What follows belongs to an exercise in optimizing a design on an open flow for small area; a production flow would make more cautious choices.
The RTL was checked by simulation tests, not by an equivalence proof against the original design.
No activity file was given, so power comes from the tool's default toggle rates.

==> flow/design.v <==
`timescale 1ns/100ps
`default_nettype none
module riscvTop (
    input  logic        clk,
    input  logic        rst,
    input  logic [31:0] mem_rdata,
    input  logic        mem_ready,
    output logic [14:0] mem_addr,
    output logic [31:0] mem_wdata,
    output logic        mem_we,
    output logic        mem_strobe
);
    localparam logic [3:0] S_FETCH  = 4'b1000;   
    localparam logic [3:0] S_FETCH2 = 4'b1001;   
    localparam logic [3:0] S_RS1    = 4'b1010;   
    localparam logic [3:0] S_RS2    = 4'b1011;   
    localparam logic [3:0] S_RDATA  = 4'b1100;   
    localparam logic [3:0] S_WRA    = 4'b1110;   
    localparam logic [3:0] S_WRR    = 4'b1111;   
    localparam logic [3:0] S_ADDR   = 4'b0000;   
    localparam logic [3:0] S_SHR    = 4'b0001;   
    localparam logic [3:0] S_Z0     = 4'b0010;   
    localparam logic [3:0] S_P32    = 4'b0011;   
    localparam logic [3:0] S_SL     = 4'b0100;   
    localparam logic [3:0] S_PCINC  = 4'b0101;   
    localparam logic [1:0] T_OP    = 2'd0;
    localparam logic [1:0] T_LOAD  = 2'd1;
    localparam logic [1:0] T_STORE = 2'd2;
    logic [3:0]  state;
    logic [14:0] pc;
    logic [31:0] w;
    logic [16:0] im;
    logic [2:0]  f3;
    logic [1:0]  typ;
    logic [4:0]  cnt;
    logic        c;
    logic isOp;
    logic isLoad;
    logic isStore;
    assign isOp = !typ[0] && !typ[1];
    assign isLoad = typ[0];
    assign isStore = typ[1];
    logic        is32;
    logic [4:0]  major;
    logic        dLui;
    logic        dOp;
    logic        dLoad;
    logic        dStore;
    assign is32 = mem_rdata[1:0] == 2'b11;
    assign major = mem_rdata[6:2];
    assign dLui = is32 && major == 5'b01101;
    assign dOp = is32 && major == 5'b00100;
    assign dLoad = is32 && major == 5'b00000;
    assign dStore = is32 && major == 5'b01000;
    logic inFetch;
    logic inFetch2;
    logic inRs1;
    logic inRs2;
    logic inRdata;
    logic inWrite;
    logic inAddr;
    logic inShr;
    logic inZ0;
    logic inP32;
    logic inSl;
    logic inPcInc;
    assign inFetch = state == S_FETCH;
    assign inFetch2 = state == S_FETCH2;
    assign inRs1 = state == S_RS1;
    assign inRs2 = state == S_RS2;
    assign inRdata = state[3] && state[2] && !state[1];
    assign inWrite = state[3] && state[2] && state[1];
    assign inAddr = state == S_ADDR;
    assign inShr = state == S_SHR;
    assign inZ0 = state == S_Z0;
    assign inP32 = state == S_P32;
    assign inSl = !state[3] && state[2] && !state[0];
    assign inPcInc = !state[3] && state[2] && state[0];
    logic x;
    logic y;
    logic last;
    logic cmp;
    logic flip;
    logic ax;
    logic ay;
    logic sum;
    logic cout;
    assign x = w[0];
    assign y = im[0];
    assign last = &cnt;
    assign cmp = inP32 && isOp && f3[2:1] == 2'b01;
    assign flip = cmp && !f3[0] && last;
    assign ax = x ^ flip;
    assign ay = y ^ cmp ^ flip;
    assign sum = ax ^ ay ^ c;
    assign cout = (ax & ay) | (ax & c) | (ay & c);
    logic aluBit;
    always_comb begin
        if (!f3[2]) aluBit = !f3[1] & sum;
        else if (!f3[1]) aluBit = x ^ y;
        else if (!f3[0]) aluBit = x | y;
        else aluBit = x & y;
    end
    logic fill;
    assign fill = (isOp ? im[10] : !f3[2]) & w[31];
    logic keep;
    assign keep = f3[1] || (!cnt[4] && (f3[0] || !cnt[3]));
    logic [1:0] lane;
    logic [4:0] target;
    logic       hit;
    logic       hitZ;
    assign lane = f3[1] ? 2'b00 : {im[1], im[0] & !f3[0]};
    assign target = isOp ? im[4:0] : {lane, 3'b000};
    assign hit = (cnt ^ {5{inSl}}) == target;
    assign hitZ = cnt == {isStore & (lane[1] ^ lane[0]), isStore & lane[0], 3'b000};
    logic nb;
    always_comb begin
        if (inShr) nb = isOp ? fill : x;
        else if (inZ0) nb = isStore & x;
        else if (inP32) nb = isLoad ? (keep ? x : fill) : aluBit;
        else nb = x;
    end
    logic shW;
    logic setLt;
    logic [3:0] ldW;
    assign shW = inAddr || (inShr && !hit) || (inZ0 && !hitZ) || inP32 || inSl;
    assign setLt = cmp && last;
    always_comb begin
        ldW = 4'b0000;
        if (mem_ready) begin
            if ((inFetch && dLui) || inRs1 || inRdata) ldW = 4'b1111;
            if (inRs2) ldW = {f3[1], f3[1], f3[1] | f3[0], 1'b1};
        end
    end
    logic [31:0] ldData;
    logic [31:0] shData;
    logic [31:0] ldMask;
    logic        holdW;
    assign ldData = {mem_rdata[31:12], mem_rdata[11:0] & {12{!inFetch}}};
    assign shData = {nb, w[31:2], setLt ? !cout : w[1]};
    assign ldMask = {{8{ldW[3]}}, {8{ldW[2]}}, {8{ldW[1]}}, {8{ldW[0]}}};
    assign holdW = !shW;
    assign mem_strobe = state[3];
    assign mem_we = inWrite;
    always_comb begin
        if (!state[2] && !state[1]) mem_addr = pc;
        else if (state[2] && !state[0]) mem_addr = im[16:2];
        else mem_addr = {11'd0, cnt[3:0]};
    end
    assign mem_wdata = w;
    always_ff @(posedge clk) begin
        w <= (ldMask & ldData) | ({32{shW}} & shData) | (~ldMask & {32{holdW}} & w);
    end
    logic        ldIm;
    logic        shIm;
    logic [16:0] imLoad;
    logic [16:0] imShift;
    assign ldIm = inFetch && mem_ready;
    assign shIm = inAddr || inP32;
    assign imLoad = dStore ? {{5{mem_rdata[31]}}, mem_rdata[31:25], mem_rdata[11:7]}
                           : {{5{mem_rdata[31]}}, mem_rdata[31:20]};
    assign imShift = {inAddr ? sum : im[16], im[16:1]};
    always_ff @(posedge clk) begin
        im <= ({17{ldIm}} & imLoad) | ({17{shIm}} & imShift) | ({17{!ldIm && !shIm}} & im);
    end
    always_ff @(posedge clk) begin
        if (ldIm) begin
            f3 <= mem_rdata[14:12];
            typ <= {dStore, dLoad};
        end
    end
    always_ff @(posedge clk) begin
        if (state[3]) begin
            if (mem_ready) c <= inRs1 ? (isOp && f3[2:1] == 2'b01) : 1'b1;
        end else if (inAddr || inP32) begin
            c <= cout;
        end else if (inZ0) begin
            if (hitZ) c <= 1'b1;
        end else if (inPcInc) begin
            c <= pc[0] & c;
        end
    end
    logic       cntInc;
    logic       cntLd;
    logic [3:0] cntLdVal;
    assign cntInc = shW || inPcInc;
    assign cntLd = mem_strobe && mem_ready;
    always_comb begin
        if (inFetch) cntLdVal = mem_rdata[18:15] & {4{dOp || dLoad || dStore}};
        else if (inFetch2) cntLdVal = isStore ? mem_rdata[23:20] : mem_rdata[10:7];
        else cntLdVal = 4'd0;
    end
    always_ff @(posedge clk) begin
        if (cntLd) cnt <= {1'b0, cntLdVal};
        else if (inShr && hit && isLoad) cnt <= 5'd0;
        else if (cntInc) cnt <= cnt + 5'd1;
    end
    always_ff @(posedge clk) begin
        if (rst) begin
            state <= S_FETCH;
            pc <= 15'h400;
        end else begin
            case (state)
                S_FETCH: begin
                    if (mem_ready) begin
                        if (dLui) begin
                            state <= S_FETCH2;
                        end else if (dOp || dLoad || dStore) begin
                            state <= S_RS1;
                        end else begin
                            state <= S_PCINC;
                        end
                    end
                end
                S_RS1: begin
                    if (mem_ready) begin
                        if (!isOp) begin
                            state <= S_ADDR;
                        end else if (f3 == 3'd5) begin
                            state <= S_SHR;
                        end else if (f3 == 3'd1) begin
                            state <= S_SL;
                        end else begin
                            state <= S_P32;
                        end
                    end
                end
                S_ADDR: begin
                                        if (cnt[4]) state <= S_RDATA;
                end
                S_RDATA: begin
                    if (mem_ready) state <= S_SHR;
                end
                S_SHR: begin
                    if (hit) state <= isLoad ? S_P32 : S_FETCH2;
                end
                S_FETCH2: begin
                    if (mem_ready) begin
                        state <= isStore ? S_RS2 : S_WRR;
                    end
                end
                S_RS2: begin
                    if (mem_ready) state <= S_Z0;
                end
                S_Z0: begin
                    if (hitZ) begin
                                                state <= isStore ? S_WRA : S_SL;
                    end
                end
                S_SL: begin
                    if (hit) state <= c ? S_FETCH2 : S_Z0;
                end
                S_P32: begin
                                        if (last) state <= S_FETCH2;
                end
                S_WRA, S_WRR: begin
                    if (mem_ready) state <= S_PCINC;
                end
                S_PCINC: begin
                    pc <= {pc[0] ^ c, pc[14:1]};
                                        if (cnt[3:1] == 3'b111) state <= S_FETCH;
                end
                default: state <= S_FETCH;
            endcase
        end
    end
endmodule
`default_nettype wire
clock: 6.0 ns
lec_check: 0
abc_area: 1
cap_margin: 0
core_margin: 2
core_utilization: 40
cts_buf_list: sky130_fd_sc_hd__clkbuf_8
cts_cluster_size: 30
slew_margin: 0
standard.sh (not shown) runs the stock make flow with config.mk's settings and CLKGATE_MAP_FILE= SYNTH_SCRIPT=/design/flow/synth_recipe.tcl, a recipe that flattens the netlist after the stock synthesis.
==> flow/flow/run.sh <==
#!/bin/bash
# The standard layout (standard.sh), with two changes:
# - synthesis maps the logic with an area-oriented ABC script (flow/abc_area.script,
#   used through ABC_AREA=1 in config.mk); registers are mapped exactly as before;
# - every input and output port gets the smallest buffer, sky130_fd_sc_hd__buf_1.
set -euo pipefail
rm -rf myscripts
cp -r "$FLOW_HOME/scripts" myscripts
cp flow/abc_area.script myscripts/abc_area.script
export SCRIPTS_DIR="$PWD/myscripts"
export BUFFER_PORTS_ARGS="-buffer_cell sky130_fd_sc_hd__buf_1"
export CTS_ARGS="-sink_clustering_enable -repair_clock_nets -buf_list {sky130_fd_sc_hd__clkbuf_4 sky130_fd_sc_hd__clkbuf_8} -root_buf sky130_fd_sc_hd__clkbuf_8 -dont_use_dummy_load"
bash standard.sh > standard_flow.log 2>&1
==> flow/flow/abc_area.script <==
strash
&get -n
&st
&deepsyn -T 10
&put
dch -f
amap -F 10
topo
Edit:
--- a/flow/flow/run.sh
+++ b/flow/flow/run.sh
@@ -11,3 +11,3 @@
 export BUFFER_PORTS_ARGS="-buffer_cell sky130_fd_sc_hd__buf_1"
-export CTS_ARGS="-sink_clustering_enable -repair_clock_nets -buf_list {sky130_fd_sc_hd__clkbuf_4 sky130_fd_sc_hd__clkbuf_8} -root_buf sky130_fd_sc_hd__clkbuf_8 -dont_use_dummy_load"
+export CTS_ARGS="-sink_clustering_enable -repair_clock_nets -buf_list sky130_fd_sc_hd__clkbuf_4 -root_buf sky130_fd_sc_hd__clkbuf_8 -sink_buffer_max_cap_derate 0.5 -dont_use_dummy_load"
 bash standard.sh > standard_flow.log 2>&1
CORE_UTILIZATION = 65   (was 40)
PLACE_DENSITY = 0.8   (was default)
Critical path depth climbs by 1.
Routed wire length climbs by 0.78%.
Total power climbs by 1.7%.
Worst setup slack improved by 0.29 ns.
Cell count drops by 5.8%.
Utilization climbs by 30 points.
Maximum frequency climbs by 6.1%.
Non-clock buffer count climbs by 1.
Sequential cell count is unchanged.
Global-route usage climbs by 14 points.
Die area drops by 37%.
Edit:
--- a/flow/flow/run.sh
+++ b/flow/flow/run.sh
@@ -11,3 +11,3 @@
 export BUFFER_PORTS_ARGS="-buffer_cell sky130_fd_sc_hd__buf_1"
-export CTS_ARGS="-sink_clustering_enable -repair_clock_nets -buf_list sky130_fd_sc_hd__clkbuf_4 -root_buf sky130_fd_sc_hd__clkbuf_8 -sink_buffer_max_cap_derate 0.5 -dont_use_dummy_load"
+export CTS_ARGS="-sink_clustering_enable -repair_clock_nets -buf_list sky130_fd_sc_hd__clkbuf_8 -sink_clustering_size 30 -dont_use_dummy_load"
 bash standard.sh > standard_flow.log 2>&1
CORE_UTILIZATION = 40   (was 65)
PLACE_DENSITY = default   (was 0.8)
After rerunning:
- The changed run completed with no timing, DRC or antenna violations
- clock skew came out lower by 0.013 ns
- core utilization came out lower by 30 points
- non-clock buffer count came out lower by 1
- setup slack is worse by 0.29 ns
- sequential share of layout area came out lower by 0.37 points
- cell count came out higher by about 6%
- final area came out higher by 0.96%
- total power came out lower by 1.7%
Edit:
--- a/flow/flow/run.sh
+++ b/flow/flow/run.sh
@@ -11,3 +11,3 @@
 export BUFFER_PORTS_ARGS="-buffer_cell sky130_fd_sc_hd__buf_1"
-export CTS_ARGS="-sink_clustering_enable -repair_clock_nets -buf_list sky130_fd_sc_hd__clkbuf_8 -sink_clustering_size 30 -dont_use_dummy_load"
+export CTS_ARGS="-sink_clustering_enable -repair_clock_nets -buf_list sky130_fd_sc_hd__clkbuf_4 -root_buf sky130_fd_sc_hd__clkbuf_8 -sink_buffer_max_cap_derate 0.5 -dont_use_dummy_load"
 bash standard.sh > standard_flow.log 2>&1
- The new run passed the timing, DRC and antenna checks
- cell area is unchanged
- clock-buffer cell count is unchanged
- utilization does not change
- combinational power hardly moves
- sequential power is about the same
- routed wire length stays the same
- power stays the same
- fmax does not change
- final cell count stays the same
- die area is unchanged

## build 37
Another version of the RTL of riscvTop (not shown whole).
Size in the first run: ~630 cells after synthesis, roughly 83 flip-flops, about 84 I/O pins, about 4600 um2 of cells after synthesis.
export LEC_CHECK = 0
export ABC_AREA = 1
export CAP_MARGIN = 0
export CORE_MARGIN = 2
export CORE_UTILIZATION = 40
export CTS_BUF_LIST = sky130_fd_sc_hd__clkbuf_8
export CTS_CLUSTER_SIZE = 20
export SLEW_MARGIN = 0
create_clock -name core_clock -period 6.0 [get_ports {clk}]
==> flow/flow/run.sh <==
#!/bin/bash
# Standard layout, but with the smallest buffer on every input and output port.
set -euo pipefail
export BUFFER_PORTS_ARGS="-buffer_cell sky130_fd_sc_hd__buf_1"
bash standard.sh > standard_flow.log 2>&1
For build 26, these inputs were changed with respect to build 37:
# build 37
export LEC_CHECK = 0
export ABC_AREA = 1
export CAP_MARGIN = 0
export CORE_MARGIN = 2
export CORE_UTILIZATION = 40
export CTS_BUF_LIST = sky130_fd_sc_hd__clkbuf_8
export CTS_CLUSTER_SIZE = 20
export SLEW_MARGIN = 0
create_clock -name core_clock -period 6.0 [get_ports {clk}]
# build 26
export LEC_CHECK = 0
export ABC_AREA = 1
export CAP_MARGIN = 0
export CORE_MARGIN = 2
export CORE_UTILIZATION = 40
export CTS_BUF_LIST = sky130_fd_sc_hd__clkbuf_8
export CTS_CLUSTER_SIZE = 30
export SLEW_MARGIN = 0
create_clock -name core_clock -period 6.0 [get_ports {clk}]
--- a/flow/flow/run.sh
+++ b/flow/flow/run.sh
@@ -2 +2,4 @@
-# Standard layout, but with the smallest buffer on every input and output port.
+# The standard layout (standard.sh), with two changes:
+# - synthesis maps the logic with an area-oriented ABC script (flow/abc_area.script,
+#   used through ABC_AREA=1 in config.mk); registers are mapped exactly as before;
+# - every input and output port gets the smallest buffer, sky130_fd_sc_hd__buf_1.
@@ -3,0 +7,4 @@
+rm -rf myscripts
+cp -r "$FLOW_HOME/scripts" myscripts
+cp flow/abc_area.script myscripts/abc_area.script
+export SCRIPTS_DIR="$PWD/myscripts"
==> flow/flow/abc_area.script (new file) <==
strash
&get -n
&st
&deepsyn -T 10
&put
dch -f
amap
topo
Notes after the runs:
Sort build 26 and build 37 by power dissipated in combinational cells, descending, and build 26 comes first. Multi-input logic area | build 26 below build 37. NOTE: multi-input gate count in build 26 falls short of that of build 37. Looking at relative area change from synthesis to final layout, build 26 sits 2.7 points above build 37. Build 26 did not stop at any stage, and its layout met the timing, DRC and antenna checks. When the final numbers for build 26 and build 37 were put side by side, the number of vias per cell after detailed routing turned out to be smaller in build 37. Build 26 vs. build 37: via count of the first global-routing pass went down; cell area went down; instance count of the mapped netlist shrank by about 25%. Via count: build 26 < build 37. Number of non-clock buffers, build 26 and build 37, higher one = build 26.
Setup changes, build 26 to build 77
# build 26
export LEC_CHECK = 0
export ABC_AREA = 1
export CAP_MARGIN = 0
export CORE_MARGIN = 2
export CORE_UTILIZATION = 40
export CTS_BUF_LIST = sky130_fd_sc_hd__clkbuf_8
export CTS_CLUSTER_SIZE = 30
export SLEW_MARGIN = 0
create_clock -name core_clock -period 6.0 [get_ports {clk}]
# build 77
export LEC_CHECK = 0
export CAP_MARGIN = 20
export CORE_MARGIN = 2
export CORE_UTILIZATION = 40
export CTS_BUF_LIST = sky130_fd_sc_hd__clkbuf_8
export SLEW_MARGIN = 20
create_clock -name core_clock -period 6.0 [get_ports {clk}]
==> flow/flow/run.sh <==
#!/bin/bash
# Standard layout, but with the smallest buffer on every input and output port.
set -euo pipefail
export BUFFER_PORTS_ARGS="-buffer_cell sky130_fd_sc_hd__buf_1"
bash standard.sh > standard_flow.log 2>&1
removed: flow/flow/abc_area.script
[summary]
Looking at leading cell category by total area, the flip-flops and latches result is from build 26; the multi-input combinational cells one comes from build 77. Of build 77 and build 26, the run reporting the higher worst-case hold slack was build 77. Between build 77 and build 26, critical path depth is higher for build 26, build 77 comes in under that. Re synthesized-area fraction occupied by ao, oa, aoi and oai cells: build 26 was lower than build 77.
Changes in build 87 relative to build 77:
# build 77
export LEC_CHECK = 0
export CAP_MARGIN = 20
export CORE_MARGIN = 2
export CORE_UTILIZATION = 40
export CTS_BUF_LIST = sky130_fd_sc_hd__clkbuf_8
export SLEW_MARGIN = 20
create_clock -name core_clock -period 6.0 [get_ports {clk}]
# build 87
export LEC_CHECK = 0
export CAP_MARGIN = 0
export CORE_MARGIN = 2
export CORE_UTILIZATION = 40
export CTS_BUF_LIST = sky130_fd_sc_hd__clkbuf_8
export CTS_CLUSTER_SIZE = 30
export SLEW_MARGIN = 0
create_clock -name core_clock -period 6.0 [get_ports {clk}]
==> comparison <==
Build 87 was carried through to the last stage, and its layout satisfied the timing, DRC and antenna checks.
Between build 87 and build 77, the difference in post-route total power is negligible.
Comparing build 87 and build 77, the higher sum of routed wire segments on met1 is on build 77.
Compared with build 77, in build 87 minimum period implied by the final worst setup slack went up 120 ps, measured slew at the worst slew-check pin went up 12 ps, core utilization held, post-route worst setup slack went down 120 ps.
Fmax: build 87 below build 77
Changes observed in build 87 relative to build 77: via count has remained practically unchanged, final area has remained practically unchanged.
The following lists how build 95 was set up differently from build 87:
# build 87
export LEC_CHECK = 0
export CAP_MARGIN = 0
export CORE_MARGIN = 2
export CORE_UTILIZATION = 40
export CTS_BUF_LIST = sky130_fd_sc_hd__clkbuf_8
export CTS_CLUSTER_SIZE = 30
export SLEW_MARGIN = 0
create_clock -name core_clock -period 6.0 [get_ports {clk}]
# build 95
export LEC_CHECK = 0
export ABC_AREA = 1
export CAP_MARGIN = 0
export CORE_MARGIN = 2
export CORE_UTILIZATION = 40
export CTS_BUF_LIST = sky130_fd_sc_hd__clkbuf_8
export CTS_CLUSTER_SIZE = 30
export SLEW_MARGIN = 0
create_clock -name core_clock -period 6.0 [get_ports {clk}]
==> flow/flow/run.sh <==
#!/bin/bash
# The standard layout (standard.sh), with two changes:
# - synthesis maps the logic with an area-oriented ABC script (flow/abc_area.script,
#   used through ABC_AREA=1 in config.mk); registers are mapped exactly as before;
# - every input and output port gets the smallest buffer, sky130_fd_sc_hd__buf_1.
set -euo pipefail
rm -rf myscripts
cp -r "$FLOW_HOME/scripts" myscripts
cp flow/abc_area.script myscripts/abc_area.script
export SCRIPTS_DIR="$PWD/myscripts"
export BUFFER_PORTS_ARGS="-buffer_cell sky130_fd_sc_hd__buf_1"
export CTS_ARGS="-sink_clustering_enable -repair_clock_nets -buf_list sky130_fd_sc_hd__clkbuf_4 -root_buf sky130_fd_sc_hd__clkbuf_8 -sink_clustering_size 12 -sink_clustering_max_diameter 60"
bash standard.sh > standard_flow.log 2>&1
==> flow/flow/abc_area.script (new file) <==
strash
&get -n
&st
&deepsyn -T 10
&put
dch -f
amap
topo
### Flow results
Compared with build 87, build 95 shows a lower sequential power share.
When the final numbers for build 87 and build 95 were put side by side, the part of the cycle the worst path needs turned out to be greater in build 95.
As of build 95, combined area of the multi-input logic cells had fallen by more than a quarter compared to build 87.
Delta (build 95 minus build 87): clock power down 12%; data required time of the worst path up 1490 ps; share of total power in combinational logic up 9.4 points; wire length of the first global-routing pass down 7.7%; clock transition at the register clock pins on the worst setup and hold paths after CTS flat.
The following lists how build 51 was set up differently from build 95:
# build 95
export LEC_CHECK = 0
export ABC_AREA = 1
export CAP_MARGIN = 0
export CORE_MARGIN = 2
export CORE_UTILIZATION = 40
export CTS_BUF_LIST = sky130_fd_sc_hd__clkbuf_8
export CTS_CLUSTER_SIZE = 30
export SLEW_MARGIN = 0
create_clock -name core_clock -period 6.0 [get_ports {clk}]
# build 51
export LEC_CHECK = 0
export CAP_MARGIN = 20
export CORE_MARGIN = 2
export CORE_UTILIZATION = 40
export CTS_BUF_LIST = sky130_fd_sc_hd__clkbuf_16
export CTS_CLUSTER_SIZE = 40
export SLEW_MARGIN = 20
create_clock -name core_clock -period 6.0 [get_ports {clk}]
==> flow/flow/run.sh <==
#!/bin/bash
# Standard layout, but with the smallest buffer on every input and output port.
set -euo pipefail
export BUFFER_PORTS_ARGS="-buffer_cell sky130_fd_sc_hd__buf_1"
bash standard.sh > standard_flow.log 2>&1
removed: flow/flow/abc_area.script
Findings:
- Taking build 95 as the reference, in build 51 routability congestion estimate from global placement decreased by about 3% relative to the old numbers; number of fillers in the final layout moved up; total die area rose 14%; area growth from synthesis to layout went down.

## what the ideal ports hide
No port has a modelled driver above. Below, the same layouts with a new extraction and two added sets of constraints. Step 1 (the two cells are an assumption about what drives the block):
set clk [get_ports {clk}]
set_driving_cell -lib_cell sky130_fd_sc_hd__clkbuf_16 $clk
set_driving_cell -lib_cell sky130_fd_sc_hd__buf_2 [delete_from_list [all_inputs] $clk]
Step 2, shift: input delay + t, output delay - t, t = (earliest + latest rising clock arrival at the registers) / 2. This alone moves slack from input paths to output paths. a / b / c = ideal ports / drivers / drivers and shift; a / b = the first two.
run	t, ns	setup WS [ns]	hold slack, ns	latest minus earliest clock arrival (ns)	worst data-port slew with drivers (ns)
the first run of note 1	0.376	0.995 / 0.995 / 0.995	0.466 / 0.466 / 0.466	0.026 / 0.026	0.04
the second run of note 1	0.388	1.282 / 1.282 / 1.282	0.474 / 0.474 / 0.474	0.032 / 0.032	0.04
the third run of note 1	0.376	0.995 / 0.995 / 0.995	0.466 / 0.466 / 0.466	0.026 / 0.026	0.04
the fourth run of note 1	0.376	0.995 / 0.995 / 0.995	0.466 / 0.466 / 0.466	0.026 / 0.026	0.04
build 37	0.407	2.459 / 2.426 / 2.833	0.488 / 0.488 / 0.488	0.010 / 0.010	0.05
build 26	0.377	1.402 / 1.402 / 1.402	0.478 / 0.478 / 0.478	0.012 / 0.012	0.04
build 77	0.389	1.907 / 1.874 / 2.086	0.482 / 0.482 / 0.482	0.011 / 0.012	0.04
build 87	0.388	1.784 / 1.751 / 2.100	0.482 / 0.482 / 0.482	0.011 / 0.012	0.03
build 95	0.378	1.391 / 1.391 / 1.391	0.478 / 0.478 / 0.478	0.012 / 0.011	0.04
build 51	0.377	1.927 / 1.888 / 2.086	0.479 / 0.479 / 0.479	0.007 / 0.007	0.04
After both steps every run listed still meets setup and hold.
